From an optimization exercise on the open Yosys and OpenROAD flow, aimed at small area, a short achievable clock period and few clock cycles per item; shortcuts taken in it are not production practice.
Only simulation tests tie the RTL to the original design; equivalence was not proved.
Power and IR drop assume default switching activity.

==> flow/design.v <==
package spq_pkg;
  localparam int TAG_W  = 16;
  localparam int PRIO_W = 8;
  localparam logic CMD_ENQ = 1'b0;
  localparam logic CMD_DEQ = 1'b1;
  typedef struct packed {
    logic              cmd;
    logic [TAG_W-1:0]  task_tag;
    logic [PRIO_W-1:0] prio;
  } in_word_t;
  typedef struct packed {
    logic [TAG_W-1:0] front_tag;
    logic             queue_empty;
    logic             overflow;
  } out_word_t;
  typedef struct packed {
    logic load_item;   
    logic exec;        
  } spq_cmd_t;
  typedef struct packed {
    logic full;
    logic empty;
  } spq_status_t;
endpackage
module spq_ctrl (
  input  logic                 clk,
  input  logic                 rst_n,
  input  logic                 in_valid,
  output logic                 in_ready,
  output logic                 out_valid,
  input  logic                 out_ready,
  input  spq_pkg::spq_status_t sts,
  output spq_pkg::spq_cmd_t    cmd
);
  typedef enum logic [1:0] {
    ST_IDLE = 2'b01,
    ST_EXEC = 2'b10
  } state_t;
  state_t state_r, state_nxt;
  logic   out_valid_r, out_valid_nxt;
  logic   accept;
  assign in_ready = (state_r == ST_IDLE) && (!out_valid_r || out_ready);
  assign accept   = in_valid && in_ready;
  always_comb begin
    state_nxt     = state_r;
    out_valid_nxt = out_valid_r;
    if (out_valid_r && out_ready) begin
      out_valid_nxt = 1'b0;
    end
    case (state_r)
      ST_IDLE: begin
        if (accept) begin
          state_nxt = ST_EXEC;
        end
      end
      ST_EXEC: begin
        out_valid_nxt = 1'b1;
        state_nxt     = ST_IDLE;
      end
      default: begin
        state_nxt = ST_IDLE;
      end
    endcase
  end
  always_comb begin
    cmd.load_item = accept;
    cmd.exec      = (state_r == ST_EXEC) && !sts.full | (state_r == ST_EXEC);
  end
  always_ff @(posedge clk) begin
    if (!rst_n) begin
      state_r     <= ST_IDLE;
      out_valid_r <= 1'b0;
    end else begin
      state_r     <= state_nxt;
      out_valid_r <= out_valid_nxt;
    end
  end
  assign out_valid = out_valid_r;
endmodule
module spq_dp #(
  parameter int DEPTH = 16
) (
  input  logic                 clk,
  input  logic                 rst_n,
  input  spq_pkg::in_word_t    in_data,
  input  spq_pkg::spq_cmd_t    cmd,
  output spq_pkg::spq_status_t sts,
  output spq_pkg::out_word_t   out_data
);
  localparam int CNT_W = $clog2(DEPTH + 1);
  logic [spq_pkg::TAG_W-1:0]  tags_r  [DEPTH];
  logic [spq_pkg::PRIO_W-1:0] prios_r [DEPTH];
  logic [spq_pkg::TAG_W-1:0]  tags_nxt  [DEPTH];
  logic [spq_pkg::PRIO_W-1:0] prios_nxt [DEPTH];
  logic [DEPTH-1:0]           ahead;
  logic [CNT_W-1:0]           count_r, count_nxt;
  spq_pkg::in_word_t          item_r;
  spq_pkg::out_word_t         res_r, res_nxt;
  logic                       full, do_enq, do_deq, is_enq;
  logic [spq_pkg::TAG_W-1:0]  front_nxt;
  assign full   = (count_r == CNT_W'(DEPTH));
  assign is_enq = (item_r.cmd == spq_pkg::CMD_ENQ);
  assign do_enq = cmd.exec && is_enq && !full;
  assign do_deq = cmd.exec && !is_enq && (count_r != '0);
  always_comb begin
    for (int i = 0; i < DEPTH; i++) begin
      ahead[i] = (CNT_W'(i) < count_r) && (prios_r[i] > item_r.prio);
    end
  end
  for (genvar g = 0; g < DEPTH; g++) begin : g_cell
    always_comb begin
      tags_nxt[g]  = tags_r[g];
      prios_nxt[g] = prios_r[g];
      if (do_enq && !ahead[g]) begin
        if (g == 0) begin
          tags_nxt[g]  = item_r.task_tag;
          prios_nxt[g] = item_r.prio;
        end else if (ahead[(g > 0) ? g - 1 : 0]) begin
          tags_nxt[g]  = item_r.task_tag;
          prios_nxt[g] = item_r.prio;
        end else begin
          tags_nxt[g]  = tags_r[(g > 0) ? g - 1 : 0];
          prios_nxt[g] = prios_r[(g > 0) ? g - 1 : 0];
        end
      end else if (do_deq && (g < DEPTH - 1)) begin
        tags_nxt[g]  = tags_r[(g < DEPTH - 1) ? g + 1 : g];
        prios_nxt[g] = prios_r[(g < DEPTH - 1) ? g + 1 : g];
      end
    end
  end
  always_comb begin
    count_nxt = count_r;
    if (do_enq) begin
      count_nxt = count_r + CNT_W'(1);
    end else if (do_deq) begin
      count_nxt = count_r - CNT_W'(1);
    end
    front_nxt             = tags_nxt[0];
    res_nxt.queue_empty   = (count_nxt == '0);
    res_nxt.front_tag     = res_nxt.queue_empty ? '0 : front_nxt;
    res_nxt.overflow      = is_enq && full;
  end
  always_ff @(posedge clk) begin
    for (int i = 0; i < DEPTH; i++) begin
      tags_r[i]  <= tags_nxt[i];
      prios_r[i] <= prios_nxt[i];
    end
    if (cmd.load_item) begin
      item_r <= in_data;
    end
    if (cmd.exec) begin
      res_r <= res_nxt;
    end
  end
  always_ff @(posedge clk) begin
    if (!rst_n) begin
      count_r <= '0;
    end else begin
      count_r <= count_nxt;
    end
  end
  assign sts.full  = full;
  assign sts.empty = (count_r == '0);
  assign out_data  = res_r;
endmodule
module sorted_priority_queue #(
  parameter int DEPTH = 16
) (
  input  logic               clk,
  input  logic               rst_n,
  input  logic               in_valid,
  output logic               in_ready,
  input  logic [24:0]        in_data,
  output logic               out_valid,
  input  logic               out_ready,
  output logic [17:0]        out_data
);
  spq_pkg::spq_cmd_t    cmd;
  spq_pkg::spq_status_t sts;
  spq_pkg::in_word_t    in_word;
  spq_pkg::out_word_t   out_word;
  assign in_word  = in_data;
  assign out_data = out_word;
  spq_ctrl u_ctrl (
    .clk       (clk),
    .rst_n     (rst_n),
    .in_valid  (in_valid),
    .in_ready  (in_ready),
    .out_valid (out_valid),
    .out_ready (out_ready),
    .sts       (sts),
    .cmd       (cmd)
  );
  spq_dp #(
    .DEPTH (DEPTH)
  ) u_dp (
    .clk      (clk),
    .rst_n    (rst_n),
    .in_data  (in_word),
    .cmd      (cmd),
    .sts      (sts),
    .out_data (out_word)
  );
endmodule
==> flow/run.sh <==
#!/bin/bash
# synth_recipe.tcl (not shown) runs the flow's synth.tcl, then flattens the netlist and writes it again
# the make line also repeats each setting of config.mk as NAME=value (left out here)
make -C /OpenROAD-flow-scripts/flow DESIGN_CONFIG=/design/flow/config.mk WORK_HOME=/design/flow/orfs CLKGATE_MAP_FILE= SYNTH_SCRIPT=/design/flow/synth_recipe.tcl finish
==> flow/config.mk <==
export PLATFORM = sky130hd
export DESIGN_NAME = sorted_priority_queue
export DESIGN_NICKNAME = sorted_priority_queue
export VERILOG_FILES = /design/flow/design.v
export SDC_FILE = /design/flow/constraint.sdc
export NUM_CORES = 4
export LEC_CHECK = 0
export CAP_MARGIN = 20
export CORE_MARGIN = 2
export CORE_UTILIZATION = 40
export SLEW_MARGIN = 20
==> flow/constraint.sdc <==
create_clock -name core_clock -period 6.0 [get_ports {clk}]
set_input_delay 1.2000 -clock core_clock [delete_from_list [all_inputs] [get_ports {clk}]]
set_output_delay 1.2000 -clock core_clock [all_outputs]
set_load 0.01 [all_outputs]
==> run notes, run 1 <==
- Ratio of cells with drive above 1 in the final layout: 7.63%
- Required @ worst endpoint: 6.22 ns
- Layout Skew: 0.0188 ns
- Io pins: 49
- Sinks on the clock net: 435
- Placeable core region: 0.0604 mm²
- Total global routing overflow: 0
- Die outline area: 0.0631 mm²
- Clock buffer depth: 3
- Horizontal extent of the die: 251 µm
- Number of global-route vias before repair: 18500
- Clock slew at reported path FFs: 0.06 ns
- Worst-case setup margin in the final layout: 1.76 ns
- Avg Vias per Cell: 5.79
- DP Wirelength: 43.2 mm
- Power density over the cells: 250 mW/mm²
- Share of power burned in registers: 51.0%
- Share of cell area taken by muxes after synthesis: 14.4%
- Cell with the biggest individual delay on the critical path: edfxtp_1
- Maximum fanout along the worst path: 24
- Final setup violation count: 0
- Combinational family with the most area after synthesis: multiplexers
- Post-synthesis xor/xnor area fraction: 0.0358%
- CTS tree: built
- Count of TritonRoute iterations in the first routing pass: 5
- Number of antenna violations at the first check in global routing: 1
- Initial core utilization: 40.5%
- Reported net switching power: 1.57 mW
- Maximum number of pins on one net before global-route repair: 71
- Path depth of the worst reg2reg path: 7
- Longest individual stage delay on the worst path: 0.74 ns
- Proportion of synthesized chip area in sequential cells: 52.5%
- Filler cells: 5622
- Class of the worst hold path: flop to flop
- Transition time at the pin with the least slew margin: 1.11 ns
- Setup repair after global routing missed its margin: false
- Switching Share: 23.1%
- Post-Synth Adder-Cell Area: 6.76%
- Post-Synthesis Net Count: 2377
- Gp weighted congestion: 0.840
- Nature of the critical path startpoint: flop
- Cells on Worst Hold Path: 2
- Total GRT Usage: 19.7%
- Root Driver: clkbuf_16
- Number of flops mapped to enable cells by yosys: 411
- Final hold violations: 0
- Data arrival time at the worst-slack endpoint: 4.46 ns
- Overall power after layout: 6.79 mW
- Max-cap violations: 0
- Ordered cell list for the critical path: inv_1 -> ha_1 -> a211o_1 -> a21oi_1 -> nand3_1 -> a21oi_4 -> or2_2
- Cell family contributing the most delay on the critical path: compound AO/OA/AOI/OAI gates
- Crit. End Element: flop
- Clock share of power: 43.0%
- Crit Path Class: flop to flop
- Buf+Inv Stages, Crit Path: 1
- Synth Area per Inst: 11.0 µm²
- Area growth from synthesis to final layout: 11.1%
- First-pass GRT wire length: 99.5 mm
- Reported leakage power: 11.3 nW
- Routed vias: 17400
- Average wire per standard cell: 21.0 µm
- Iteration-0 DRC count of the detailed router: 1112
- Min Tclk post-route: 4.24 ns
- Max-slew violations: 0
- Setup WS pre-CTS: 1.69 ns
- Count of cell instances traversed by the critical path: 7
- Area fraction in compound gates after synthesis: 13.9%
- Top flip-flop cell by instance count after synthesis: edfxtp_1
- Relative max-transition margin: 26.0%
- Height of the chip: 251 µm
- Number of buffers created by CTS: 49
- Count of hold buffers inserted by post-cts repair: 0
- Cell Area, Synth: 0.0244 mm²
- Final wirelength: 62.9 mm
- # diodes: 0
- Part of the power in combinational logic: 6.0%
- Drt drc: 0
- Synth Register Bits: 435
- Number of buffers inserted to repair setup after CTS: 0
- Proportion of register bits with asynchronous set or reset after synthesis: 0%
- Basic-gate share of the synthesized area counting and, or, nand and nor cells: 8.75%
- Resized Gates After CTS: 0
- Library cells used by synthesis: 62
- Number of buffers inserted by port buffering: 48
- Peak ir drop on the vdd network: 219 µV
- Number of H-tree levels: 2
- Gate count of the mapped netlist: 2216
- Run status: complete, no violations
- Num rows: 90
- Number of warnings issued by yosys: 6
- Aggregate negative setup slack: 0 ns
- Maximum operating frequency: 0.236 GHz
- Internal power: 5.22 mW
- Final layout net count: 2340
- Count of antenna-violating nets left after detailed routing: 0
- Later-pin clock latency in the skew report: 0.60 ns
- Fraction of the cycle the final worst path needs: 70.6%
-- kinds of logic after synthesis --
logic type,after synthesis
xor gates and xnor gates,1
and+or+nand+nor,480
adders and majority gates,132
buffers and inverters,220
AOI/OAI and AO/OA,600
DFF,435
muxes,348
-- flip-flops by register name, summed over array words and instances (netlist names) --
register            flops
u_dp.res_r             18
u_dp.item_r            25
u_dp.tags_r           256
u_ctrl.out_valid_r      1
u_dp.prios_r          128
u_ctrl.state_r          2
u_dp.count_r            5
-- final timing paths --
path                                 from                           end  slack, ns
max reg2reg      u_dp.item_r[5]$_DFFE_PP_   u_dp.tags_r[7][8]$_DFFE_PP_       1.76
min          u_dp.tags_r[15][3]$_DFFE_PP_  u_dp.tags_r[14][3]$_DFFE_PP_       0.56
max              u_dp.item_r[5]$_DFFE_PP_   u_dp.tags_r[7][8]$_DFFE_PP_       1.76
min reg2reg  u_dp.tags_r[15][3]$_DFFE_PP_  u_dp.tags_r[14][3]$_DFFE_PP_       0.56
-- synth_stat cells, types with 3 or more instances --
cell | n | area share [%]
edfxtp_1 | 411 | 51
a21oi_1 | 343 | 7.0
mux2i_1 | 323 | 13
nor2_1 | 253 | 3.9
ha_1 | 132 | 6.8
clkbuf_1 | 131 | 2.0
o21ai_0 | 123 | 2.5
nand2_1 | 109 | 1.7
buf_2 | 43 | 0.88
inv_1 | 37 | 0.57
nand3_1 | 31 | 0.64
nand4_1 | 27 | 0.69
mux2_2 | 25 | 1.2
o21a_1 | 25 | 0.77
a31oi_1 | 24 | 0.61
dfxtp_1 | 24 | 2.0
o211a_1 | 18 | 0.74
o211ai_1 | 15 | 0.46
nor2b_1 | 13 | 0.33
a211oi_1 | 11 | 0.34
or2_2 | 10 | 0.26
a211o_1 | 9 | 0.32
a21o_1 | 7 | 0.22
and3_1 | 6 | 0.15
and2_1 | 5 | 0.13
nand2b_1 | 5 | 0.13
o221ai_1 | 4 | 0.14
and4_1 | 3 | 0.11
buf_1 | 3 | 0.046
buf_6 | 3 | 0.14
o31ai_1 | 3 | 0.092
or3_1 | 3 | 0.077
-- per-layer routing --
metal,vias to the layer above,wire length [µm],share of wire [%],GRT usage [%]
met5,-,0,0,0
li1,8196,-,-,-
met3,97,2610,4.1,2.56
met2,346,30600,49,34.3
met4,0,1690,2.7,6.11
met1,8723,28000,44,25.5
-- stage by stage --
stage	std cells	hold WS [ns]	util, %	instance area [µm²]
final	2998	0.563	45.0	27100
after global routing	2998	0.593	45.0	27100
after CTS	2998	0.553	45.0	27100
after detailed placement	2910	0.535	42.4	25600
after global placement	2910	0.523	42.4	25600
after floorplan	2216	0.519	-	24400
-- power groups by stage --
stage | clock, mW | sequential [mW] | combinational (mW)
3_5_place_dp | 0 | 3.53 | 0.407
6_report | 2.92 | 3.47 | 0.408
5_1_grt | 3.08 | 3.47 | 0.461
4_1_cts | 2.97 | 3.47 | 0.409
2_1_floorplan | 0 | 3.47 | 0.313
3_3_place_gp | 0 | 3.53 | 0.391
-- worst min-delay path, cell delays in order, from the launching register on --
cell and delay, ns:
edfxtp_1 0.32, o21ai_0 0.07, o21ai_0 0.07
-- layout make-up --
type	instances	area, µm²	area share [%]
tap	782	978	3.61
multi-input combinational	1561	10800	40.0
sequential	435	12800	47.2
clock inverter	21	199	0.733
timing repair buffer	93	818	3.02
clock buffer	67	1330	4.88
inverter	39	149	0.549
-- layout by cell type, fill, tap and decap left out, drive strengths merged, types with 18 or more instances in the layout --
master | netlist | final
nand2 | 109 | 109
mux2 | 25 | 25
o211a | 18 | 18
clkbuf | 131 | 67
edfxtp | 411 | 411
o21a | 25 | 25
a21oi | 343 | 343
nand3 | 31 | 31
nor2 | 255 | 255
ha | 132 | 132
mux2i | 323 | 323
clkdlybuf4s50 | 0 | 48
inv | 39 | 40
a31oi | 24 | 24
dfxtp | 24 | 24
buf | 50 | 45
o21ai | 125 | 125
nand4 | 27 | 27
Testbench counts, summed over its fixed seeds: cycles 32,008, items 16,000.
==> run 2: changes to the inputs <==
==> flow/design.v (replaced) <==
package spq_pkg;
  localparam int TAG_W  = 16;
  localparam int PRIO_W = 8;
  localparam logic CMD_ENQ = 1'b0;
  localparam logic CMD_DEQ = 1'b1;
  typedef struct packed {
    logic              cmd;
    logic [TAG_W-1:0]  task_tag;
    logic [PRIO_W-1:0] prio;
  } in_word_t;
  typedef struct packed {
    logic [TAG_W-1:0] front_tag;
    logic             queue_empty;
    logic             overflow;
  } out_word_t;
  typedef struct packed {
    logic load_item;   
    logic exec;        
  } spq_cmd_t;
  typedef struct packed {
    logic full;
    logic empty;
  } spq_status_t;
endpackage
module spq_ctrl (
  input  logic clk,
  input  logic rst_n,
  input  logic in_valid,
  output logic in_ready,
  output logic out_valid,
  input  logic out_ready,
  output logic accept
);
  logic out_valid_r;
  assign in_ready  = !out_valid_r || out_ready;
  assign accept    = in_valid && in_ready;
  assign out_valid = out_valid_r;
  always_ff @(posedge clk) begin
    if (!rst_n) begin
      out_valid_r <= 1'b0;
    end else if (accept) begin
      out_valid_r <= 1'b1;
    end else if (out_ready) begin
      out_valid_r <= 1'b0;
    end
  end
endmodule
module spq_dp #(
  parameter int DEPTH = 16
) (
  input  logic               clk,
  input  logic               rst_n,
  input  logic               accept,
  input  spq_pkg::in_word_t  in_data,
  output spq_pkg::out_word_t out_data
);
  logic [spq_pkg::TAG_W-1:0]  tags_r  [DEPTH];
  logic [spq_pkg::PRIO_W-1:0] prios_r [DEPTH];
  logic [DEPTH-1:0]           valid_r;    
  logic                       ovf_r;
  logic [DEPTH-1:0]           ahead;
  logic                       is_enq, do_enq, do_deq;
  assign is_enq = (in_data.cmd == spq_pkg::CMD_ENQ);
  assign do_enq = accept && is_enq && !valid_r[DEPTH-1];
  assign do_deq = accept && !is_enq;
  always_comb begin
    for (int i = 0; i < DEPTH; i++) begin
      ahead[i] = valid_r[i] && (prios_r[i] > in_data.prio);
    end
  end
  for (genvar g = 0; g < DEPTH; g++) begin : g_cell
    always_ff @(posedge clk) begin
      if (do_enq && !ahead[g]) begin
        if (g == 0 || ahead[(g > 0) ? g - 1 : 0]) begin
          tags_r[g]  <= in_data.task_tag;
          prios_r[g] <= in_data.prio;
        end else begin
          tags_r[g]  <= tags_r[(g > 0) ? g - 1 : 0];
          prios_r[g] <= prios_r[(g > 0) ? g - 1 : 0];
        end
      end else if (do_deq && (g < DEPTH - 1)) begin
        tags_r[g]  <= tags_r[(g < DEPTH - 1) ? g + 1 : g];
        prios_r[g] <= prios_r[(g < DEPTH - 1) ? g + 1 : g];
      end
    end
  end
  always_ff @(posedge clk) begin
    if (!rst_n) begin
      valid_r <= '0;
    end else if (do_enq) begin
      valid_r <= {valid_r[DEPTH-2:0], 1'b1};
    end else if (do_deq) begin
      valid_r <= {1'b0, valid_r[DEPTH-1:1]};
    end
  end
  always_ff @(posedge clk) begin
    if (accept) begin
      ovf_r <= is_enq && valid_r[DEPTH-1];
    end
  end
  assign out_data.front_tag   = valid_r[0] ? tags_r[0] : '0;
  assign out_data.queue_empty = !valid_r[0];
  assign out_data.overflow    = ovf_r;
endmodule
module sorted_priority_queue #(
  parameter int DEPTH = 16
) (
  input  logic               clk,
  input  logic               rst_n,
  input  logic               in_valid,
  output logic               in_ready,
  input  logic [24:0]        in_data,
  output logic               out_valid,
  input  logic               out_ready,
  output logic [17:0]        out_data
);
  spq_pkg::in_word_t  in_word;
  spq_pkg::out_word_t out_word;
  logic               accept;
  assign in_word  = in_data;
  assign out_data = out_word;
  spq_ctrl u_ctrl (
    .clk       (clk),
    .rst_n     (rst_n),
    .in_valid  (in_valid),
    .in_ready  (in_ready),
    .out_valid (out_valid),
    .out_ready (out_ready),
    .accept    (accept)
  );
  spq_dp #(
    .DEPTH (DEPTH)
  ) u_dp (
    .clk      (clk),
    .rst_n    (rst_n),
    .accept   (accept),
    .in_data  (in_word),
    .out_data (out_word)
  );
endmodule
==> run notes, run 2 <==
- Layout Skew: 0.0195 ns
- Max-cap violations: 0
- Number of buffers inserted by port buffering: 48
- Final hold violations: 0
- Max-slew violations: 0
- Clock slew at reported path FFs: 0.06 ns
- Worst-case setup margin in the final layout: 1.87 ns
- Leading cell type by number of instances after synthesis: edfxtp_1
- DP Wirelength: 39.7 mm
- Synth Register Bits: 402
- Root Driver: clkbuf_16
- Largest Register: u_dp.tags_r
- Maximum number of pins on one net before global-route repair: 49
- Routed vias: 16000
- Most frequent cells in the layout: edfxtp_1 (385), a21oi_1 (357), mux2i_1 (336)
- Ordered cell list for the critical path: clkdlybuf4s50_1 -> buf_4 -> inv_1 -> buf_4 -> ha_1 -> o21a_1 -> a21oi_1 -> nand3_1 -> nand2_2 -> mux2i_1 -> a21oi_1
- Leading cell type in the layout, fill and taps excluded: edfxtp_1
- Avg Vias per Cell: 5.63
- Synth Area per Inst: 11.2 µm²
- Initial core utilization: 40.6%
- Max reg flops: 256
- Setup WS pre-CTS: 1.29 ns
- First-pass GRT wire length: 88.9 mm
- Cells taking the most area after synthesis: edfxtp_1 (50%), mux2i_1 (15%), a21oi_1 (7.8%), ha_1 (6.5%), nor2_1 (5.2%)
- Ratio of cells with drive above 1 in the final layout: 8.33%
- Final wirelength: 55.6 mm
- Io pins: 49
- Cell Area, Synth: 0.0230 mm²
- Transition time at the pin with the least slew margin: 0.907 ns
- Reported leakage power: 11.3 nW
- Total GRT Usage: 18.4%
- Number of antenna violations at the first check in global routing: 0
- Fraction of synthesized cell area taken by the top area cell type: 50.2%
- Min Tclk post-route: 4.13 ns
- Die outline area: 0.0595 mm²
- Resized Gates After CTS: 0
- Number of global-route vias before repair: 17000
- Required @ worst endpoint: 6.31 ns
- Library cells used by synthesis: 37
- Crit Path Class: input port to flop
- Run status: complete, no violations
- Data arrival time at the worst-slack endpoint: 4.44 ns
- Power density over the cells: 292 mW/mm²
- Number of H-tree levels: 2
- Placeable core region: 0.0567 mm²
- Final setup violation count: 0
- Count of TritonRoute iterations in the first routing pass: 5
- Standard cell area after detailed placement: 0.0242 mm²
- Num rows: 87
- Total global routing overflow: 0
- Maximum fanout along the worst path: 24
- Number of buffers inserted to repair setup after CTS: 0
- Horizontal extent of the die: 244 µm
- Most used standard cells in the synthesized netlist: edfxtp_1 (385), a21oi_1 (358), mux2i_1 (336), nor2_1 (317), ha_1 (120)
- Crit. End Element: flop
- Setup repair after global routing missed its margin: false
- Sinks on the clock net: 402
- Longest individual stage delay on the worst path: 0.70 ns
- Post-Synthesis Net Count: 2200
- Post-synthesis cell type with the largest combined area: edfxtp_1
- Maximum operating frequency: 0.242 GHz
- Area growth from synthesis to final layout: 11.1%
- Finished Cell Area: 0.0256 mm²
- Number of warnings issued by yosys: 4
- Clock buffer depth: 3
- Peak ir drop on the vdd network: 210 µV
- Top flop regs: u_dp.tags_r: 256 flops, u_dp.prios_r: 128 flops, u_dp.valid_r: 16 flops
- CTS tree: built
- # diodes: 0
- Relative max-transition margin: 39.3%
- Height of the chip: 244 µm
- Average wire per standard cell: 19.5 µm
- Final layout net count: 2203
- Gp weighted congestion: 0.840
- Gate count of the mapped netlist: 2051
- Nature of the critical path startpoint: input port
- Top flip-flop cell by instance count after synthesis: edfxtp_1
- Fraction of the cycle the final worst path needs: 68.9%
- Count of hold buffers inserted by post-cts repair: 0
- Proportion of register bits with asynchronous set or reset after synthesis: 0%
- Aggregate negative setup slack: 0 ns
- Count of antenna-violating nets left after detailed routing: 0
- Number of flops mapped to enable cells by yosys: 385
- Later-pin clock latency in the skew report: 0.60 ns
- Proportion of synthesized chip area in sequential cells: 51.7%
- Number of buffers created by CTS: 45
- Iteration-0 DRC count of the detailed router: 870
- Cell with the biggest individual delay on the critical path: nand2_2
- Class of the worst hold path: flop to flop
- Drt drc: 0
==> run 2: worst max-delay path: cells and delay by family <==
kind | cells | cell delay (ns)
compound gates | 3 | 0.50
fa+ha+maj | 1 | 0.31
buf+inv | 4 | 1.18
simple gates | 2 | 0.90
mux | 1 | 0.32
==> run 2: final timing paths <==
path / slack [ns] / endpoint / cells past startpoint / start
setup reg to reg: 3.10 / u_dp.tags_r[12][9]$_DFFE_PP_ / 7 / u_dp.prios_r[11][5]$_DFFE_PP_
hold / removal: 0.55 / u_ctrl.out_valid_r$_SDFFE_PN0P_ / 2 / u_ctrl.out_valid_r$_SDFFE_PN0P_
setup / recovery: 1.87 / u_dp.tags_r[2][8]$_DFFE_PP_ / 11 / in_data[6]
hold reg to reg: 0.55 / u_ctrl.out_valid_r$_SDFFE_PN0P_ / 2 / u_ctrl.out_valid_r$_SDFFE_PN0P_
==> run 2: routing by layer <==
layer | routed length (µm) | up-vias | GRT usage, % | part of all wire (%)
li1 | - | 7636 | - | -
met1 | 25500 | 8082 | 24.2 | 46
met2 | 27000 | 240 | 31.3 | 49
met3 | 1680 | 78 | 2.28 | 3.0
met4 | 1450 | 0 | 6.29 | 2.6
met5 | 0 | - | 0 | 0
==> run 2: power breakdown <==
part	switching (mW)	internal, mW	leakage [nW]
registers	0.178	3.44	3.78
clock network	1.19	1.48	0.694
logic	0.707	0.474	6.82
==> run 2: through the flow <==
stage | power [mW] | util [%] | hold slack (ns) | std cells
floorplan | 4.48 | - | 0.503 | 2051
global placement | 4.81 | 42.6 | 0.525 | 2763
detailed placement | 4.86 | 42.6 | 0.539 | 2763
CTS | 7.55 | 45.1 | 0.553 | 2846
global route | 7.81 | 45.1 | 0.577 | 2846
finish | 7.47 | 45.1 | 0.552 | 2846
==> run 2: area by class of cell <==
type,instances,area (µm²)
inverters,26,97.6
clock buffers,62,1260
flip-flops and latches,402,11900
fillers,5235,31100
repair buffers,107,923
well taps,756,946
clock inverters,21,149
multi-input cells,1472,10300
==> run 2: logic make-up after synthesis <==
kind of cell | after synthesis | share of synthesized area [%]
buffers and inverters | 177 | 3.96
adders and majority gates | 120 | 6.52
AOI/OAI and AO/OA | 499 | 12.1
DFF | 402 | 51.7
muxes | 383 | 16.9
and+or+nand+nor | 470 | 8.83
Testbench counts of run 2, summed over its fixed seeds: cycles 16,008, items 16,000.
==> run 3: changes to the inputs <==
--- a/flow/design.v
+++ b/flow/design.v
@@ -56,32 +56,44 @@
 );
   logic [spq_pkg::TAG_W-1:0]  tags_r  [DEPTH];
   logic [spq_pkg::PRIO_W-1:0] prios_r [DEPTH];
-  logic [DEPTH-1:0]           valid_r;    
+  logic [DEPTH-1:0]           valid_r;
   logic                       ovf_r;
-  logic [DEPTH-1:0]           ahead;
+  logic [DEPTH-1:0]           above;      
+  logic [DEPTH-1:0]           sel_new, sel_up, is_front;
   logic                       is_enq, do_enq, do_deq;
+  logic [spq_pkg::TAG_W-1:0]  front_tag;
   assign is_enq = (in_data.cmd == spq_pkg::CMD_ENQ);
   assign do_enq = accept && is_enq && !valid_r[DEPTH-1];
   assign do_deq = accept && !is_enq;
+  function automatic logic prio_gt(input logic [spq_pkg::PRIO_W-1:0] a,
+                                   input logic [spq_pkg::PRIO_W-1:0] b);
+    logic gt;
+    gt = 1'b0;
+    for (int k = 0; k < spq_pkg::PRIO_W; k++) begin
+      gt = (a[k] & ~b[k]) | (~(a[k] ^ b[k]) & gt);
+    end
+    prio_gt = gt;
+  endfunction
   always_comb begin
     for (int i = 0; i < DEPTH; i++) begin
-      ahead[i] = valid_r[i] && (prios_r[i] > in_data.prio);
+      above[i] = !valid_r[i] || prio_gt(prios_r[i], in_data.prio);
+    end
+    for (int i = 0; i < DEPTH; i++) begin
+      sel_up[i]  = do_enq && (i > 0) && above[(i > 0) ? i - 1 : 0];
+      sel_new[i] = do_enq && above[i] && ((i == 0) || !above[(i > 0) ? i - 1 : 0]);
     end
   end
   for (genvar g = 0; g < DEPTH; g++) begin : g_cell
+    localparam int GP = (g > 0) ? g - 1 : 0;
+    logic keep;
+    assign keep = !(sel_up[g] || sel_new[g]);
     always_ff @(posedge clk) begin
-      if (do_enq && !ahead[g]) begin
-        if (g == 0 || ahead[(g > 0) ? g - 1 : 0]) begin
-          tags_r[g]  <= in_data.task_tag;
-          prios_r[g] <= in_data.prio;
-        end else begin
-          tags_r[g]  <= tags_r[(g > 0) ? g - 1 : 0];
-          prios_r[g] <= prios_r[(g > 0) ? g - 1 : 0];
-        end
-      end else if (do_deq && (g < DEPTH - 1)) begin
-        tags_r[g]  <= tags_r[(g < DEPTH - 1) ? g + 1 : g];
-        prios_r[g] <= prios_r[(g < DEPTH - 1) ? g + 1 : g];
-      end
+      tags_r[g]  <= ({spq_pkg::TAG_W{keep}}        & tags_r[g])
+                  | ({spq_pkg::TAG_W{sel_up[g]}}   & tags_r[GP])
+                  | ({spq_pkg::TAG_W{sel_new[g]}}  & in_data.task_tag);
+      prios_r[g] <= ({spq_pkg::PRIO_W{keep}}       & prios_r[g])
+                  | ({spq_pkg::PRIO_W{sel_up[g]}}  & prios_r[GP])
+                  | ({spq_pkg::PRIO_W{sel_new[g]}} & in_data.prio);
     end
   end
   always_ff @(posedge clk) begin
@@ -98,7 +110,14 @@
       ovf_r <= is_enq && valid_r[DEPTH-1];
     end
   end
-  assign out_data.front_tag   = valid_r[0] ? tags_r[0] : '0;
+  always_comb begin
+    front_tag = '0;
+    for (int i = 0; i < DEPTH; i++) begin
+      is_front[i] = valid_r[i] && ((i == DEPTH - 1) || !valid_r[(i < DEPTH - 1) ? i + 1 : i]);
+      front_tag   = front_tag | ({spq_pkg::TAG_W{is_front[i]}} & tags_r[i]);
+    end
+  end
+  assign out_data.front_tag   = front_tag;
   assign out_data.queue_empty = !valid_r[0];
   assign out_data.overflow    = ovf_r;
 endmodule
==> run notes, run 3 <==
- Maximum fanout along the worst path: 16
- Most frequent cells in the layout: dfxtp_1 (369), a221o_1 (336), and3_1 (217)
- Count of TritonRoute iterations in the first routing pass: 6
- Maximum number of pins on one net before global-route repair: 152
- Final hold violations: 0
- Number of buffers created by CTS: 43
- Data arrival time at the worst-slack endpoint: 3.42 ns
- Path depth of the worst reg2reg path: 7
- Gp weighted congestion: 0.874
- GRT met1 Usage: 38.5%
- Reg-to-Reg Start: u_dp.valid_r[15]$_SDFFE_PN0P_
- CTS tree: built
- Relative max-transition margin: 16.9%
- Maximum operating frequency: 0.217 GHz
- Leading cell type in the layout, fill and taps excluded: dfxtp_1
- Layout Skew: 0.0345 ns
- Buf+Inv Stages, Crit Path: 1
- Avg Vias per Cell: 6.83
- Area taken by flip-flops and latches: 0.00814 mm²
- Number of buffers inserted by port buffering: 48
- Placeable core region: 0.0475 mm²
- Count of antenna-violating nets left after detailed routing: 0
- Final Hold Slack: 0.491 ns
- Num rows: 80
- Synth Register Bits: 394
- End point of the critical path: out_data[6]
- Sinks on the clock net: 394
- Overall power after layout: 10.1 mW
- Ordered cell list for the critical path: nor2b_2 -> a22o_1 -> a221oi_1 -> nand4_1 -> clkdlybuf4s50_1
- Count of hold buffers inserted by post-cts repair: 0
- Drt drc: 0
- Iteration-0 DRC count of the detailed router: 2314
- Fraction of synthesized cell area taken by the top area cell type: 38.5%
- Fraction of the cycle the final worst path needs: 77.0%
- Most used routing layer in global routing: met2
- Cell Area, Synth: 0.0192 mm²
- R2r endpoint: u_dp.tags_r[5][1]$_DFF_P_
- Area of combinational cells with multiple inputs: 0.0102 mm²
- Root Driver: clkbuf_16
- Io pins: 49
- Post-Synthesis Net Count: 2016
- Longest individual stage delay on the worst path: 1.07 ns
- Peak ir drop on the vdd network: 186 µV
- Max-slew violations: 0
- Number of global-route vias before repair: 16600
- Run status: complete, no violations
- Max reg flops: 240
- Final setup violation count: 0
- Crit Path Class: flop to output pin
- Top flop regs: u_dp.tags_r: 240 flops, u_dp.prios_r: 112 flops, u_dp.valid_r: 16 flops
- M2 GR Usage: 44.0%
- First-pass GRT wire length: 108 mm
- Die outline area: 0.0497 mm²
- Count of cell instances traversed by the critical path: 5
- # diodes: 0
- Most used standard cells in the synthesized netlist: dfxtp_1 (369), a221o_1 (336), and3_1 (217), clkbuf_1 (126), ha_1 (105)
- Area growth from synthesis to final layout: 13.6%
- Min Tclk post-route: 4.62 ns
- Max-cap violations: 0
- Power density over the cells: 464 mW/mm²
- Filler cells: 4407
- Largest Register: u_dp.tags_r
- Horizontal extent of the die: 223 µm
- Number of flops mapped to enable cells by yosys: 25
- Height of the chip: 223 µm
- Clock slew at reported path FFs: 0.06 ns
- Setup repair after global routing missed its margin: false
- Total GRT Usage: 28.3%
- Final layout net count: 2004
- Routed vias: 17200
- Post-synthesis cell type with the largest combined area: dfxtp_1
- Setup WS pre-CTS: 1.02 ns
- Nature of the critical path startpoint: flop
- Transition time at the pin with the least slew margin: 1.24 ns
- Number of buffers inserted to repair setup after CTS: 0
- Number of H-tree levels: 2
- Proportion of synthesized chip area in sequential cells: 42.5%
- Synth Area per Inst: 10.2 µm²
- Met3 usage: 5.89%
- Top flip-flop cell by instance count after synthesis: dfxtp_1
- Cell with the biggest individual delay on the critical path: nor2b_2
- Worst-case setup margin in the final layout: 1.38 ns
- Aggregate negative setup slack: 0 ns
- Required @ worst endpoint: 4.80 ns
- Clock buffer depth: 3
- DP Wirelength: 45.5 mm
- Cell family contributing the most delay on the critical path: simple AND/OR/NAND/NOR gates
- Crit. End Element: output pin
- Library cells used by synthesis: 57
- Average wire per standard cell: 28.7 µm
- Number of warnings issued by yosys: 4
- Later-pin clock latency in the skew report: 0.58 ns
- Proportion of register bits with asynchronous set or reset after synthesis: 0%
- Worst reg2reg setup slack: 2.82 ns
- Class of the worst hold path: flop to flop
- Gate count of the mapped netlist: 1882
- Final wirelength: 72.3 mm
- Crit. Startpoint: u_dp.valid_r[10]$_SDFFE_PN0P_
- Cells taking the most area after synthesis: dfxtp_1 (39%), a221o_1 (18%), and3_1 (7.1%), ha_1 (6.9%), edfxtp_1 (3.9%)
- Initial core utilization: 40.3%
- Number of antenna violations at the first check in global routing: 0
- Leading cell type by number of instances after synthesis: dfxtp_1
- Ratio of cells with drive above 1 in the final layout: 10.1%
- Total global routing overflow: 0
- Resized Gates After CTS: 0
- Reported leakage power: 9.25 nW
-- run 3: changes by cell type in the layout (fill, tap and decap cells not counted), moves of 48 or more --
cell and change:
edfxtp_1 -360, dfxtp_1 +352, a221o_1 +336, mux2i_1 -320
a21oi_1 -313, nor2_1 -266, and3_1 +217, a221oi_1 +64
a22o_1 +61, and2_1 +48
-- run 3: cell type report --
type,instances,share of cell area (%)
Tap cell,615,3.54
Sequential cell,394,37.4
Clock inverter,10,0.414
Clock buffer,67,5.82
Inverter,35,0.604
Timing Repair Buffer,128,5.16
Multi-Input combinational cell,1268,47.1
-- run 3: per-layer routing --
layer  share of wire [%]  vias up
met3                  10      172
met1                  43     8538
met4                 3.6        0
li1                    -     7524
met2                  44      947
met5                   0        -
-- run 3: worst min path at each step --
| stage | startpoint | to | slack [ns] | cells after the start |
|---|---|---|---|---|
| 2_1_floorplan | u_dp.prios_r[14][0]$_DFF_P_ | u_dp.prios_r[14][0]$_DFF_P_ | 0.46 | 1 |
| 3_3_place_gp | u_dp.prios_r[14][0]$_DFF_P_ | u_dp.prios_r[14][0]$_DFF_P_ | 0.47 | 1 |
| 3_5_place_dp | u_dp.prios_r[14][1]$_DFF_P_ | u_dp.prios_r[14][1]$_DFF_P_ | 0.48 | 1 |
| 4_1_cts | u_dp.tags_r[15][3]$_DFF_P_ | u_dp.tags_r[15][3]$_DFF_P_ | 0.49 | 2 |
| 5_1_grt | u_dp.prios_r[14][1]$_DFF_P_ | u_dp.prios_r[14][1]$_DFF_P_ | 0.50 | 1 |
| 6_report | u_dp.tags_r[15][13]$_DFF_P_ | u_dp.tags_r[15][13]$_DFF_P_ | 0.49 | 2 |
-- run 3: cell families (layout without fill, tap and decap cells) --
group,after synthesis,in the layout,synth area share [%]
muxes,16,16,0.835
DFF,394,394,42.5
AOI/OAI and AO/OA,585,585,27.7
and+or+nand+nor,562,562,17.3
adders and majority gates,105,105,6.85
buffers and inverters,220,240,4.91
-- run 3: per-stage QoR --
stage	area, µm²	utilization [%]	instances
6_report	21800	45.8	2517
3_5_place_dp	20400	42.9	2439
5_1_grt	21800	45.8	2517
4_1_cts	21800	45.8	2516
2_1_floorplan	19200	-	1882
3_3_place_gp	20400	42.9	2439
-- run 3: worst reg2reg max path, cell delays in order, from the launching register on --
cell	delay, ns
dfxtp_1	0.29
buf_4	0.28
or2_1	0.48
nor3_4	0.29
buf_12	0.41
o21ai_2	0.56
buf_4	0.36
a221o_1	0.39
-- run 3: power by group --
group	total [mW]	switching (mW)	internal (mW)
Combinational	2.88	1.40	1.47
Clock	2.62	1.12	1.49
Sequential	4.61	0.913	3.69
Testbench counts of run 3, summed over its fixed seeds: cycles 16,008, items 16,000.
==> run 4: changes to the inputs <==
--- a/flow/config.mk
+++ b/flow/config.mk
@@ -8,4 +8,5 @@
 export CAP_MARGIN = 20
 export CORE_MARGIN = 2
 export CORE_UTILIZATION = 40
+export SETUP_SLACK_MARGIN = 2.5
 export SLEW_MARGIN = 20
==> run notes, run 4 <==
- Number of warnings issued by yosys: 4
- Initial core utilization: 40.3%
- Class of the worst hold path: flop to flop
- Synth Register Bits: 394
- Top flip-flop cell by instance count after synthesis: dfxtp_1
- Num rows: 80
- Total global routing overflow: 0
- Placeable core region: 0.0475 mm²
- Most used standard cells in the synthesized netlist: dfxtp_1 (369), a221o_1 (336), and3_1 (217), clkbuf_1 (126), ha_1 (105)
- Leading cell type in the layout, fill and taps excluded: dfxtp_1
- Count of hold buffers inserted by post-cts repair: 0
- Maximum fanout along the worst path: 8
- Data arrival time at the worst-slack endpoint: 2.40 ns
- Leading cell type by number of instances after synthesis: dfxtp_1
- Number of buffers inserted by port buffering: 48
- Iteration-0 DRC count of the detailed router: 2826
- Post-Synthesis Net Count: 2016
- Top flop regs: u_dp.tags_r: 240 flops, u_dp.prios_r: 112 flops, u_dp.valid_r: 16 flops
- Max reg flops: 240
- Final setup violation count: 0
- Number of flops mapped to enable cells by yosys: 25
- Number of antenna violations at the first check in global routing: 4
- Area fraction in compound gates after synthesis: 27.7%
- Io pins: 49
- Post-synthesis xor/xnor area fraction: 0%
- Share of cell area taken by muxes after synthesis: 0.836%
- Library cells used by synthesis: 57
- Ratio of cells with drive above 1 in the final layout: 23.3%
- Count of TritonRoute iterations in the first routing pass: 6
- Power density over the cells: 440 mW/mm²
- Setup WS pre-CTS: 0.910 ns
- Cells taking the most area after synthesis: dfxtp_1 (39%), a221o_1 (18%), and3_1 (7.1%), ha_1 (6.9%), edfxtp_1 (3.9%)
- Max-slew violations: 0
- First-pass GRT wire length: 115 mm
- Max-cap violations: 0
- Post-synthesis cell type with the largest combined area: dfxtp_1
- Later-pin clock latency in the skew report: 0.59 ns
- Nature of the critical path startpoint: flop
- Root Driver: clkbuf_16
- Layout Skew: 0.0246 ns
- Peak ir drop on the vdd network: 206 µV
- Standard cell area after detailed placement: 0.0204 mm²
- Required @ worst endpoint: 4.80 ns
- Basic-gate share of the synthesized area counting and, or, nand and nor cells: 17.3%
- Count of antenna-violating nets left after detailed routing: 0
- Proportion of synthesized chip area in sequential cells: 42.5%
- Crit. End Element: output pin
- Gate count of the mapped netlist: 1882
- Aggregate negative setup slack: 0 ns
- DP Wirelength: 46.4 mm
- Height of the chip: 223 µm
- Number of global-route vias before repair: 17500
- Number of buffers created by CTS: 44
- Finished Cell Area: 0.0248 mm²
- Sinks on the clock net: 394
- Min Tclk post-route: 3.60 ns
- Most frequent cells in the layout: dfxtp_1 (355), a221o_1 (336), and3_1 (216)
- Clock buffer depth: 3
- Largest Register: u_dp.tags_r
- Maximum operating frequency: 0.278 GHz
- Filler cells: 4147
- Setup repair after global routing missed its margin: true
- Worst-case setup margin in the final layout: 2.40 ns
- Relative max-transition margin: 38.5%
- Cell Area, Synth: 0.0192 mm²
- Post-Synth Adder-Cell Area: 6.85%
- Final hold violations: 0
- Fraction of the cycle the final worst path needs: 60.0%
- Transition time at the pin with the least slew margin: 0.920 ns
- Area growth from synthesis to final layout: 29.1%
- Final wirelength: 82.4 mm
- Reported leakage power: 10.7 nW
- Synth Area per Inst: 10.2 µm²
- Combinational family with the most area after synthesis: compound AO/OA/AOI/OAI gates
- Gp weighted congestion: 0.879
- Proportion of register bits with asynchronous set or reset after synthesis: 0%
- Die outline area: 0.0497 mm²
- Routed vias: 18700
- Number of H-tree levels: 2
- CTS tree: built
- Placed Instances: 2437
- Final Hold Slack: 0.487 ns
- Drt drc: 0
- Crit Path Class: flop to output pin
- Run status: complete, no violations
- Average wire per standard cell: 30.4 µm
- Overall power after layout: 10.9 mW
- Final layout net count: 2189
- Post-layout utilization of the core: 52.1%
- Maximum number of pins on one net before global-route repair: 170
- Clock slew at reported path FFs: 0.06 ns
- Total GRT Usage: 30.7%
- Fraction of synthesized cell area taken by the top area cell type: 38.5%
- Avg Vias per Cell: 6.92
- Final Non-Filler Cells: 2707
- Horizontal extent of the die: 223 µm
-- run 4: cell count changes in the layout (fill, tap and decap cells not counted), moves of 9 or more --
cell / change
buf_4: +82
buf_12: +47
buf_6: +34
a221oi_1: -28
a221oi_2: +27
clkdlybuf4s50_1: -22
buf_2: +16
dfxtp_1: -14
nor2b_4: +11
a21oi_1: -10
dfxtp_4: +10
o21ai_4: +10
a21oi_2: +9
nor2b_2: -9
-- run 4: critical path: stages, from the launching register on --
cell and delay (ns):
dfxtp_4 0.36, nor2b_4 0.13, buf_12 0.15, buf_4 0.17, a22o_1 0.17, a221oi_1 0.26, nand4_1 0.30, buf_2 0.25
-- run 4: final cells by class --
| class | count | area, µm² | share of cell area, % |
|---|---|---|---|
| Multi-Input combinational cell | 1273 | 10800 | 43.8 |
| Sequential cell | 394 | 8180 | 33.0 |
| Timing Repair Buffer | 307 | 3360 | 13.6 |
| Clock buffer | 64 | 1270 | 5.12 |
| Tap cell | 615 | 769 | 3.11 |
| Clock inverter | 16 | 173 | 0.698 |
| Inverter | 35 | 158 | 0.637 |
| Antenna cell | 3 | 7.51 | 0.0303 |
-- run 4: worst paths after layout --
check                                              startpoint                           to  slack (ns)  cells after the start
worst min register to register    u_dp.tags_r[15][14]$_DFF_P_  u_dp.tags_r[15][14]$_DFF_P_        0.49                      2
worst max-delay path             u_dp.valid_r[2]$_SDFFE_PN0P_                 out_data[16]        2.40                      7
worst max register to register  u_dp.valid_r[15]$_SDFFE_PN0P_    u_dp.tags_r[5][6]$_DFF_P_        3.34                      7
worst min-delay path              u_dp.tags_r[15][14]$_DFF_P_  u_dp.tags_r[15][14]$_DFF_P_        0.49                      2
-- run 4: logic make-up (layout without fill, tap and decap cells) --
logic type | Yosys count | count (layout)
AO/OA/AOI/OAI | 585 | 589
adder cells (fa/ha/maj) | 105 | 105
multiplexers | 16 | 16
flip-flops | 394 | 394
AND/OR/NAND/NOR | 562 | 563
buffers and inverters | 220 | 422
other | 0 | 3
-- run 4: timing repair --
action,4_1_cts,5_1_grt
cloned,8,9
hold endpoints to repair,0,0
pin swaps,35,37
resized for setup,243,88
endpoints found under the setup margin,393,329
buffers inserted,117,53
-- run 4: routing by layer --
layer	track usage [%]	vias up	part of all wire, %
met5	0	-	0.023
met4	14.5	2	5.3
met3	6.12	265	11
met2	47.1	1258	44
met1	41.4	9295	39
li1	-	7923	-
-- run 4: power breakdown --
part	switching [mW]	internal (mW)	leakage (nW)	total [mW]
logic	1.65	1.78	6.69	3.43
registers	0.989	3.69	3.30	4.68
clock network	1.17	1.60	0.712	2.77
==> run 5: changes to the inputs <==
--- a/flow/config.mk
+++ b/flow/config.mk
@@ -5,6 +5,7 @@
 export SDC_FILE = /design/flow/constraint.sdc
 export NUM_CORES = 4
 export LEC_CHECK = 0
+export ABC_CLOCK_PERIOD_IN_PS = 3000
 export CAP_MARGIN = 20
 export CORE_MARGIN = 2
 export CORE_UTILIZATION = 40
==> run notes, run 5 <==
- M2 GR Usage: 47.1%
- Number of warnings issued by yosys: 4
- Later-pin clock latency in the skew report: 0.59 ns
- Max-slew violations: 0
- Gp weighted congestion: 0.879
- Fraction of the cycle the final worst path needs: 60.0%
- Synth Area per Inst: 10.2 µm²
- Class of the worst hold path: flop to flop
- Count of antenna-violating nets left after detailed routing: 0
- Count of hold buffers inserted by post-cts repair: 0
- Iteration-0 DRC count of the detailed router: 2826
- CTS tree: built
- Most used routing layer in global routing: met2
- Transition time at the pin with the least slew margin: 0.920 ns
- Leading cell type in the layout, fill and taps excluded: dfxtp_1
- Number of antenna violations at the first check in global routing: 4
- Sinks on the clock net: 394
- Total global routing overflow: 0
- Maximum number of pins on one net before global-route repair: 170
- GRT met1 Usage: 41.4%
- Cells taking the most area after synthesis: dfxtp_1 (39%), a221o_1 (18%), and3_1 (7.1%), ha_1 (6.9%), edfxtp_1 (3.9%)
- Proportion of register bits with asynchronous set or reset after synthesis: 0%
- Maximum operating frequency: 0.278 GHz
- Root Driver: clkbuf_16
- Die outline area: 0.0497 mm²
- Leading cell type by number of instances after synthesis: dfxtp_1
- Number of flops mapped to enable cells by yosys: 25
- DP Wirelength: 46.4 mm
- Power density over the cells: 440 mW/mm²
- Number of global-route vias before repair: 17500
- Largest Register: u_dp.tags_r
- Synth Register Bits: 394
- Height of the chip: 223 µm
- Run status: complete, no violations
- Final Non-Filler Cells: 2707
- Io pins: 49
- Most used standard cells in the synthesized netlist: dfxtp_1 (369), a221o_1 (336), and3_1 (217), clkbuf_1 (126), ha_1 (105)
- Layout Skew: 0.0246 ns
- Number of H-tree levels: 2
- Startpoint of the worst hold path: u_dp.tags_r[15][14]$_DFF_P_
- Proportion of synthesized chip area in sequential cells: 42.5%
- Area growth from synthesis to final layout: 29.1%
- Routed vias: 18700
- Crit Path Class: flop to output pin
- Min Tclk post-route: 3.60 ns
- Final wirelength: 82.4 mm
- Average wire per standard cell: 30.4 µm
- Max-cap violations: 0
- Data arrival time at the worst-slack endpoint: 2.40 ns
- Peak ir drop on the vdd network: 206 µV
- Placeable core region: 0.0475 mm²
- Drt drc: 0
- Initial core utilization: 40.3%
- Setup repair after global routing missed its margin: true
- Horizontal extent of the die: 223 µm
- Top flip-flop cell by instance count after synthesis: dfxtp_1
- Final hold violations: 0
- Required @ worst endpoint: 4.80 ns
- Num rows: 80
- Nature of the critical path startpoint: flop
- Fraction of synthesized cell area taken by the top area cell type: 38.5%
- Reg-to-Reg Start: u_dp.valid_r[15]$_SDFFE_PN0P_
- Maximum fanout along the worst path: 8
- Library cells used by synthesis: 57
- Total GRT Usage: 30.7%
- Final layout net count: 2189
- Count of TritonRoute iterations in the first routing pass: 6
- Post-Synthesis Net Count: 2016
- Avg Vias per Cell: 6.92
- Cell Area, Synth: 0.0192 mm²
- Clock slew at reported path FFs: 0.06 ns
- Relative max-transition margin: 38.5%
- Clock buffer depth: 3
- Number of buffers inserted by port buffering: 48
- Placed Instances: 2437
- Crit. Startpoint: u_dp.valid_r[2]$_SDFFE_PN0P_
- Max reg flops: 240
- Reported leakage power: 10.7 nW
- Post-layout utilization of the core: 52.1%
- Aggregate negative setup slack: 0 ns
- Top flop regs: u_dp.tags_r: 240 flops, u_dp.prios_r: 112 flops, u_dp.valid_r: 16 flops
- Gate count of the mapped netlist: 1882
- Met3 usage: 6.12%
- Final setup violation count: 0
- Number of buffers created by CTS: 44
- Post-synthesis cell type with the largest combined area: dfxtp_1
- Ratio of cells with drive above 1 in the final layout: 23.3%
- Crit. End Element: output pin
- Most frequent cells in the layout: dfxtp_1 (355), a221o_1 (336), and3_1 (216)
- First-pass GRT wire length: 115 mm
run 5: critical path, stage by stage, from the launching register on:
cell	delay, ns
dfxtp_4	0.36
nor2b_4	0.13
buf_12	0.15
buf_4	0.17
a22o_1	0.17
a221oi_1	0.26
nand4_1	0.30
buf_2	0.25
run 5: path summary, 6_finish.rpt:
path	slack, ns	end	depth (start not counted)
setup reg to reg	3.34	u_dp.tags_r[5][6]$_DFF_P_	7
setup / recovery	2.40	out_data[16]	7
hold reg to reg	0.49	u_dp.tags_r[15][14]$_DFF_P_	2
hold / removal	0.49	u_dp.tags_r[15][14]$_DFF_P_	2
run 5: per-layer routing:
layer | vias to the layer above | part of all wire [%] | wire length [µm]
li1 | 7923 | - | -
met1 | 9295 | 39 | 32500
met2 | 1258 | 44 | 36100
met3 | 265 | 11 | 9430
met4 | 2 | 5.3 | 4380
met5 | - | 0.023 | 19
run 5: timing repair:
action	4_1_cts	5_1_grt
setup endpoints to repair	393	329
pin swaps	35	37
resized for setup	243	88
cloned	8	9
buffers inserted	117	53
hold endpoints to repair	0	0
run 5: cell type report:
class / count / area, µm²
Fill cell: 4147 / 22800
Multi-Input combinational cell: 1273 / 10800
Sequential cell: 394 / 8180
Timing Repair Buffer: 307 / 3360
Clock buffer: 64 / 1270
Tap cell: 615 / 769
Clock inverter: 16 / 173
Inverter: 35 / 158
Antenna cell: 3 / 7.51
run 5: logic make-up (layout without fill, tap and decap cells):
family | after synthesis | in the layout | share of synthesized area [%]
AOI/OAI and AO/OA | 585 | 589 | 27.7
and+or+nand+nor | 562 | 563 | 17.3
DFF | 394 | 394 | 42.5
buffers and inverters | 220 | 422 | 4.91
adders and majority gates | 105 | 105 | 6.85
muxes | 16 | 16 | 0.835
other | 0 | 3 | 0
run 5: through the flow:
| stage | instance area [µm²] | worst slack, ns | total power, mW | hold WS, ns |
|---|---|---|---|---|
| 2_1_floorplan | 19200 | 2.53 | 6.24 | 0.456 |
| 3_3_place_gp | 20400 | 0.993 | 7.34 | 0.474 |
| 3_5_place_dp | 20400 | 0.910 | 7.43 | 0.480 |
| 4_1_cts | 23700 | 2.42 | 10.5 | 0.489 |
| 5_1_grt | 24800 | 2.44 | 11.3 | 0.508 |
| 6_report | 24800 | 2.40 | 10.9 | 0.487 |
run 5: report_power, final:
part	leakage (nW)	switching (mW)	internal (mW)
clock network	0.712	1.17	1.60
registers	3.30	0.989	3.69
logic	6.69	1.65	1.78
==> run 6: changes to the inputs <==
--- a/flow/config.mk
+++ b/flow/config.mk
@@ -5,9 +5,8 @@
 export SDC_FILE = /design/flow/constraint.sdc
 export NUM_CORES = 4
 export LEC_CHECK = 0
-export ABC_CLOCK_PERIOD_IN_PS = 3000
 export CAP_MARGIN = 20
 export CORE_MARGIN = 2
 export CORE_UTILIZATION = 40
-export SETUP_SLACK_MARGIN = 2.5
+export SETUP_SLACK_MARGIN = 3.0
 export SLEW_MARGIN = 20
==> run notes, run 6 <==
- Area growth from synthesis to final layout: 37.2%
- Final hold violations: 0
- Max-cap violations: 0
- Peak ir drop on the vdd network: 200 µV
- Total global routing overflow: 0
- Drt drc: 0
- Data arrival time at the worst-slack endpoint: 2.33 ns
- Most used standard cells in the synthesized netlist: dfxtp_1 (369), a221o_1 (336), and3_1 (217), clkbuf_1 (126), ha_1 (105)
- Io pins: 49
- Relative max-transition margin: 23.2%
- CTS tree: built
- Gp weighted congestion: 0.857
- Top flop regs: u_dp.tags_r: 240 flops, u_dp.prios_r: 112 flops, u_dp.valid_r: 16 flops
- Reported leakage power: 11.2 nW
- First-pass GRT wire length: 119 mm
- Overall power after layout: 11.1 mW
- Number of buffers created by CTS: 44
- Die outline area: 0.0497 mm²
- Buf+Inv Stages, Crit Path: 4
- Startpoint of the worst hold path: u_dp.tags_r[15][14]$_DFF_P_
- Average wire per standard cell: 31.2 µm
- Synth Area per Inst: 10.2 µm²
- Class of the worst hold path: flop to flop
- Maximum operating frequency: 0.283 GHz
- Later-pin clock latency in the skew report: 0.58 ns
- Top flip-flop cell by instance count after synthesis: dfxtp_1
- Nature of the critical path startpoint: flop
- Horizontal extent of the die: 223 µm
- Final setup violation count: 0
- Worst-case hold path end point: u_dp.tags_r[15][14]$_DFF_P_
- Cell Area, Synth: 0.0192 mm²
- Power density over the cells: 423 mW/mm²
- Longest individual stage delay on the worst path: 0.31 ns
- Worst reg2reg setup slack: 3.43 ns
- Path depth of the worst reg2reg path: 9
- R2r endpoint: u_dp.tags_r[3][4]$_DFF_P_
- Sinks on the clock net: 394
- Placed Instances: 2429
- Number of buffers inserted by port buffering: 48
- Ordered cell list for the critical path: buf_6 -> nor2b_4 -> buf_12 -> buf_8 -> a22o_1 -> a221oi_2 -> nand4_1 -> buf_2
- Max-slew violations: 0
- Number of antenna violations at the first check in global routing: 7
- Fraction of synthesized cell area taken by the top area cell type: 38.5%
- Run status: complete, no violations
- Final layout net count: 2249
- Final wirelength: 86.3 mm
- Transition time at the pin with the least slew margin: 1.15 ns
- Proportion of register bits with asynchronous set or reset after synthesis: 0%
- Maximum number of pins on one net before global-route repair: 87
- Final Hold Slack: 0.492 ns
- Max reg flops: 240
- Crit. End Element: output pin
- Cell with the biggest individual delay on the critical path: dfxtp_2
- Count of TritonRoute iterations in the first routing pass: 6
- Iteration-0 DRC count of the detailed router: 2333
- Reg-to-Reg Start: u_dp.valid_r[15]$_SDFFE_PN0P_
- Cells on Worst Hold Path: 2
- Number of global-route vias before repair: 18000
- Layout Skew: 0.0144 ns
- Gate count of the mapped netlist: 1882
- Clock slew at reported path FFs: 0.06 ns
- Avg Vias per Cell: 6.91
- Leading cell type in the layout, fill and taps excluded: dfxtp_1
- Most frequent cells in the layout: dfxtp_1 (354), a221o_1 (336), and3_1 (216)
- Post-Synthesis Net Count: 2016
- Fraction of the cycle the final worst path needs: 58.8%
- Min Tclk post-route: 3.53 ns
- Synth Register Bits: 394
- Library cells used by synthesis: 57
- Initial core utilization: 40.3%
- Maximum fanout along the worst path: 3
- Total GRT Usage: 31.7%
- Crit Path Class: flop to output pin
- Setup repair after global routing missed its margin: true
- Required @ worst endpoint: 4.80 ns
- DP Wirelength: 46.0 mm
- Number of H-tree levels: 2
- Proportion of synthesized chip area in sequential cells: 42.5%
- Number of warnings issued by yosys: 4
- Count of antenna-violating nets left after detailed routing: 0
- Number of flops mapped to enable cells by yosys: 25
- Num rows: 80
- Largest Register: u_dp.tags_r
- Post-synthesis cell type with the largest combined area: dfxtp_1
- Clock buffer depth: 3
- Routed vias: 19100
- Root Driver: clkbuf_16
- Final Non-Filler Cells: 2767
- Post-layout utilization of the core: 55.3%
- Placeable core region: 0.0475 mm²
- Cell family contributing the most delay on the critical path: buffers and inverters
- Filler cells: 3916
- Height of the chip: 223 µm
- Aggregate negative setup slack: 0 ns
- Ratio of cells with drive above 1 in the final layout: 29.0%
- Leading cell type by number of instances after synthesis: dfxtp_1
- Count of hold buffers inserted by post-cts repair: 0
- Cells taking the most area after synthesis: dfxtp_1 (39%), a221o_1 (18%), and3_1 (7.1%), ha_1 (6.9%), edfxtp_1 (3.9%)
run 6: repair_timing:
item | in CTS | in global routing
setup endpoints to repair | 393 | 354
endpoints found under the hold margin | 0 | 0
pin swaps | 71 | 75
buffers inserted | 168 | 59
resized for setup | 357 | 129
gates cloned | 15 | 13
run 6: through the flow:
stage	cell area (µm²)	worst slack, ns
after global routing	26300	2.44
after detailed placement	20500	1.01
after global placement	20500	1.05
final	26300	2.47
after floorplan	19400	2.75
after CTS	24900	2.52
run 6: layer usage:
layer  vias to the layer above  routed length, µm  global-route usage, %
met2                      1236              37300                   48.7
met5                         -                  0                      0
li1                       8064                  -                      -
met1                      9467              33800                   41.4
met3                       360               9610                   7.95
met4                         0               5620                   15.9
run 6: cell type report:
type                       count  area (µm²)  share of cell area [%]
multi-input combinational   1272       11500                    43.7
sequential                   394        8190                    31.1
timing repair buffer         368        4250                    16.1
clock buffer                  59        1280                    4.87
tap                          615         769                    2.93
inverter                      35         164                   0.623
clock inverter                20         145                   0.552
antenna                        4        10.0                  0.0381
run 6: how the worst max path moves through the flow:
stage	from	to	slack [ns]	cells after the start
floorplan	in_data[6]	u_dp.tags_r[4][10]$_DFF_P_	2.75	9
global placement	in_data[6]	u_dp.prios_r[2][0]$_DFF_P_	1.05	9
detailed placement	in_data[6]	u_dp.tags_r[8][11]$_DFF_P_	1.01	10
CTS	u_dp.valid_r[9]$_SDFFE_PN0P_	out_data[5]	2.52	8
global route	u_dp.valid_r[9]$_SDFFE_PN0P_	out_data[5]	2.44	8
finish	u_dp.valid_r[9]$_SDFFE_PN0P_	out_data[5]	2.47	8
run 6: worst reg2reg max path: cells and delay by family (launching register included):
| family | cells | cell delay [ns] |
|---|---|---|
| buf+inv | 4 | 0.84 |
| simple gates | 2 | 0.34 |
| flops | 1 | 0.37 |
| compound gates | 3 | 0.92 |
run 6: cell families after synthesis:
logic type	count (synthesis)	synth area share (%)
compound gates	585	27.7
fa+ha+maj	105	6.85
buf+inv	220	4.91
flops	394	42.5
mux	16	0.835
simple gates	562	17.3
run 6: where the power goes:
group | switching (mW) | internal [mW]
Clock | 1.17 | 1.58
Combinational | 1.71 | 1.95
Sequential | 1.03 | 3.69
==> run 7: changes to the inputs <==
--- a/flow/design.v
+++ b/flow/design.v
@@ -59,9 +59,11 @@
   logic [DEPTH-1:0]           valid_r;
   logic                       ovf_r;
   logic [DEPTH-1:0]           above;      
-  logic [DEPTH-1:0]           sel_new, sel_up, is_front;
+  logic [DEPTH-1:0]           sel_new, sel_up;
   logic                       is_enq, do_enq, do_deq;
-  logic [spq_pkg::TAG_W-1:0]  front_tag;
+  logic [spq_pkg::TAG_W-1:0]  front_r, second_tag;
+  logic [DEPTH-2:0]           is_second;
+  logic                       any_ahead;
   assign is_enq = (in_data.cmd == spq_pkg::CMD_ENQ);
   assign do_enq = accept && is_enq && !valid_r[DEPTH-1];
   assign do_deq = accept && !is_enq;
@@ -111,13 +113,24 @@
     end
   end
   always_comb begin
-    front_tag = '0;
+    any_ahead  = 1'b0;
+    second_tag = '0;
     for (int i = 0; i < DEPTH; i++) begin
-      is_front[i] = valid_r[i] && ((i == DEPTH - 1) || !valid_r[(i < DEPTH - 1) ? i + 1 : i]);
-      front_tag   = front_tag | ({spq_pkg::TAG_W{is_front[i]}} & tags_r[i]);
+      any_ahead = any_ahead || (valid_r[i] && above[i]);
+    end
+    for (int i = 0; i < DEPTH - 1; i++) begin
+      is_second[i] = valid_r[i + 1] && ((i + 2 >= DEPTH) || !valid_r[(i + 2 < DEPTH) ? i + 2 : i]);
+      second_tag   = second_tag | ({spq_pkg::TAG_W{is_second[i]}} & tags_r[i]);
     end
   end
-  assign out_data.front_tag   = front_tag;
+  always_ff @(posedge clk) begin
+    if (do_enq && !any_ahead) begin
+      front_r <= in_data.task_tag;
+    end else if (do_deq) begin
+      front_r <= second_tag;
+    end
+  end
+  assign out_data.front_tag   = front_r;
   assign out_data.queue_empty = !valid_r[0];
   assign out_data.overflow    = ovf_r;
 endmodule
--- a/flow/config.mk
+++ b/flow/config.mk
@@ -8,5 +8,5 @@
 export CAP_MARGIN = 20
 export CORE_MARGIN = 2
 export CORE_UTILIZATION = 40
-export SETUP_SLACK_MARGIN = 3.0
+export SETUP_SLACK_MARGIN = 2.5
 export SLEW_MARGIN = 20
==> run notes, run 7 <==
- Class of the worst hold path: flop to flop
- Cell with the biggest individual delay on the critical path: a311oi_2
- Cells taking the most area after synthesis: dfxtp_1 (37%), a2bb2oi_1 (9.9%), o22ai_1 (7.3%), ha_1 (6.9%), edfxtp_1 (6.5%)
- Clock slew at reported path FFs: 0.06 ns
- DP Wirelength: 43.8 mm
- Largest Register: u_dp.tags_r
- Reg-to-Reg Start: u_dp.prios_r[4][4]$_DFF_P_
- Final hold violations: 0
- Count of TritonRoute iterations in the first routing pass: 6
- Io pins: 49
- Required @ worst endpoint: 6.35 ns
- Crit Path Class: input port to flop
- Post-Synthesis Net Count: 1964
- Setup repair after global routing missed its margin: true
- Number of buffers inserted by port buffering: 48
- Later-pin clock latency in the skew report: 0.61 ns
- Gate count of the mapped netlist: 1830
- Number of warnings issued by yosys: 4
- Leading cell type in the layout, fill and taps excluded: dfxtp_1
- Max-cap violations: 0
- Synth Register Bits: 394
- Initial core utilization: 40.7%
- Area growth from synthesis to final layout: 19.2%
- Layout Skew: 0.0281 ns
- Transition time at the pin with the least slew margin: 0.839 ns
- Most used standard cells in the synthesized netlist: dfxtp_1 (353), o22ai_1 (221), a2bb2oi_1 (216), clkbuf_1 (134), a21o_1 (112)
- Synth Area per Inst: 10.4 µm²
- Number of antenna violations at the first check in global routing: 0
- Top flop regs: u_dp.tags_r: 224 flops, u_dp.prios_r: 112 flops
- Crit. End Element: flop
- Data arrival time at the worst-slack endpoint: 3.90 ns
- Library cells used by synthesis: 61
- Total global routing overflow: 0
- Clock buffer depth: 3
- Maximum operating frequency: 0.282 GHz
- Fraction of the cycle the final worst path needs: 59.1%
- Nature of the critical path startpoint: input port
- Area taken by flip-flops and latches: 0.00830 mm²
- Total GRT Usage: 29.4%
- Maximum fanout along the worst path: 7
- Aggregate negative setup slack: 0 ns
- Fraction of synthesized cell area taken by the top area cell type: 37.2%
- Post-layout utilization of the core: 48.5%
- Number of flops mapped to enable cells by yosys: 41
- Proportion of synthesized chip area in sequential cells: 43.6%
- Longest individual stage delay on the worst path: 0.47 ns
- Crit. Startpoint: in_data[3]
- Horizontal extent of the die: 222 µm
- Count of antenna-violating nets left after detailed routing: 0
- Peak ir drop on the vdd network: 225 µV
- Top flip-flop cell by instance count after synthesis: dfxtp_1
- Run status: complete, no violations
- Avg Vias per Cell: 6.93
- Maximum number of pins on one net before global-route repair: 81
- First-pass GRT wire length: 111 mm
- Buf+Inv Stages, Crit Path: 8
- Number of buffers created by CTS: 45
- Cell Area, Synth: 0.0190 mm²
- Gp weighted congestion: 0.886
- Height of the chip: 222 µm
- Num rows: 79
- Most frequent cells in the layout: dfxtp_1 (353), o22ai_1 (220), a2bb2oi_1 (216)
- Leading cell type by number of instances after synthesis: dfxtp_1
- CTS tree: built
- Power density over the cells: 441 mW/mm²
- Root Driver: clkbuf_16
- Final Hold Slack: 0.487 ns
- Final wirelength: 74.9 mm
- Drt drc: 0
- Area of combinational cells with multiple inputs: 0.0103 mm²
- Ratio of cells with drive above 1 in the final layout: 15.3%
- Reported leakage power: 9.26 nW
- Post-synthesis cell type with the largest combined area: dfxtp_1
- Placeable core region: 0.0468 mm²
- Placed Instances: 2374
- Filler cells: 4270
- Final layout net count: 2002
- Final setup violation count: 0
- Max reg flops: 224
- Routed vias: 17400
- Max-slew violations: 0
- Ordered cell list for the critical path: buf_2 -> clkinvlp_4 -> buf_12 -> buf_4 -> buf_4 -> ha_1 -> nand3_1 -> a21o_1 -> a311oi_2 -> nor4_4 -> nand4_4 -> buf_12 -> buf_8 -> buf_16 -> mux2_2
- Sinks on the clock net: 394
- Relative max-transition margin: 43.9%
- # diodes: 0
- Cell family contributing the most delay on the critical path: buffers and inverters
- Average wire per standard cell: 29.8 µm
- Final Non-Filler Cells: 2510
- Number of H-tree levels: 2
- Startpoint of the worst hold path: u_dp.tags_r[8][15]$_DFF_P_
- Min Tclk post-route: 3.54 ns
- Iteration-0 DRC count of the detailed router: 2146
- Die outline area: 0.0493 mm²
- Number of global-route vias before repair: 16900
- Proportion of register bits with asynchronous set or reset after synthesis: 0%
-- run 7: power by group --
| part | leakage (nW) | internal [mW] | switching, mW |
|---|---|---|---|
| clock network | 0.711 | 1.58 | 1.18 |
| registers | 3.34 | 3.51 | 0.750 |
| logic | 5.20 | 1.55 | 1.43 |
-- run 7: worst paths after layout --
kind	to	slack, ns	depth (start not counted)
max	u_dp.front_r[15]$_DFFE_PP_	2.46	15
min	u_dp.tags_r[8][15]$_DFF_P_	0.49	1
max reg2reg	u_dp.front_r[12]$_DFFE_PP_	3.10	10
min reg2reg	u_dp.tags_r[8][15]$_DFF_P_	0.49	1
-- run 7: through the flow --
stage          power (mW)  instance area, µm²  setup WS, ns
4_1_cts              9.89               22500          2.44
6_report             10.0               22700          2.46
3_5_place_dp         6.99               20200         0.798
3_3_place_gp         6.90               20200         0.868
2_1_floorplan        6.10               19200          2.27
5_1_grt              10.4               22700          2.42
-- run 7: timing repair --
action | 4_1_cts | 5_1_grt
resized for setup | 91 | 16
setup buffers | 36 | 11
endpoints found under the setup margin | 393 | 82
pin swaps | 25 | 11
gates cloned | 7 | 0
hold buffers | 0 | 0
-- run 7: kinds of logic after synthesis --
logic type / share of synthesized area (%)
mux: 1.12
buf+inv: 4.53
compound gates: 38.3
simple gates: 5.47
fa+ha+maj: 6.91
flops: 43.6
-- run 7: layout make-up --
cell class / count / area share (%)
multi-input cells: 1229 / 45.5
well taps: 607 / 3.35
inverters: 26 / 0.547
clock buffers: 71 / 5.89
flip-flops and latches: 394 / 36.6
clock inverters: 11 / 0.547
repair buffers: 172 / 7.60
-- run 7: metal layers --
metal / vias up / track usage, % / part of all wire, %
met5: - / 0 / 0
met1: 8681 / 39.0 / 41
li1: 7511 / - / -
met4: 0 / 13.7 / 4.7
met2: 983 / 45.9 / 44
met3: 229 / 6.20 / 9.6
Testbench counts of run 7, summed over its fixed seeds: cycles 16,008, items 16,000.

Re-timed with assumed drivers on the ports (clkbuf_16 on the clock, buf_2 on other inputs), run 7 has 2.491 ns of setup slack against 2.456 ns with ideal ports, and 1.834 ns once port delays also move by the mid clock arrival of 0.657 ns.
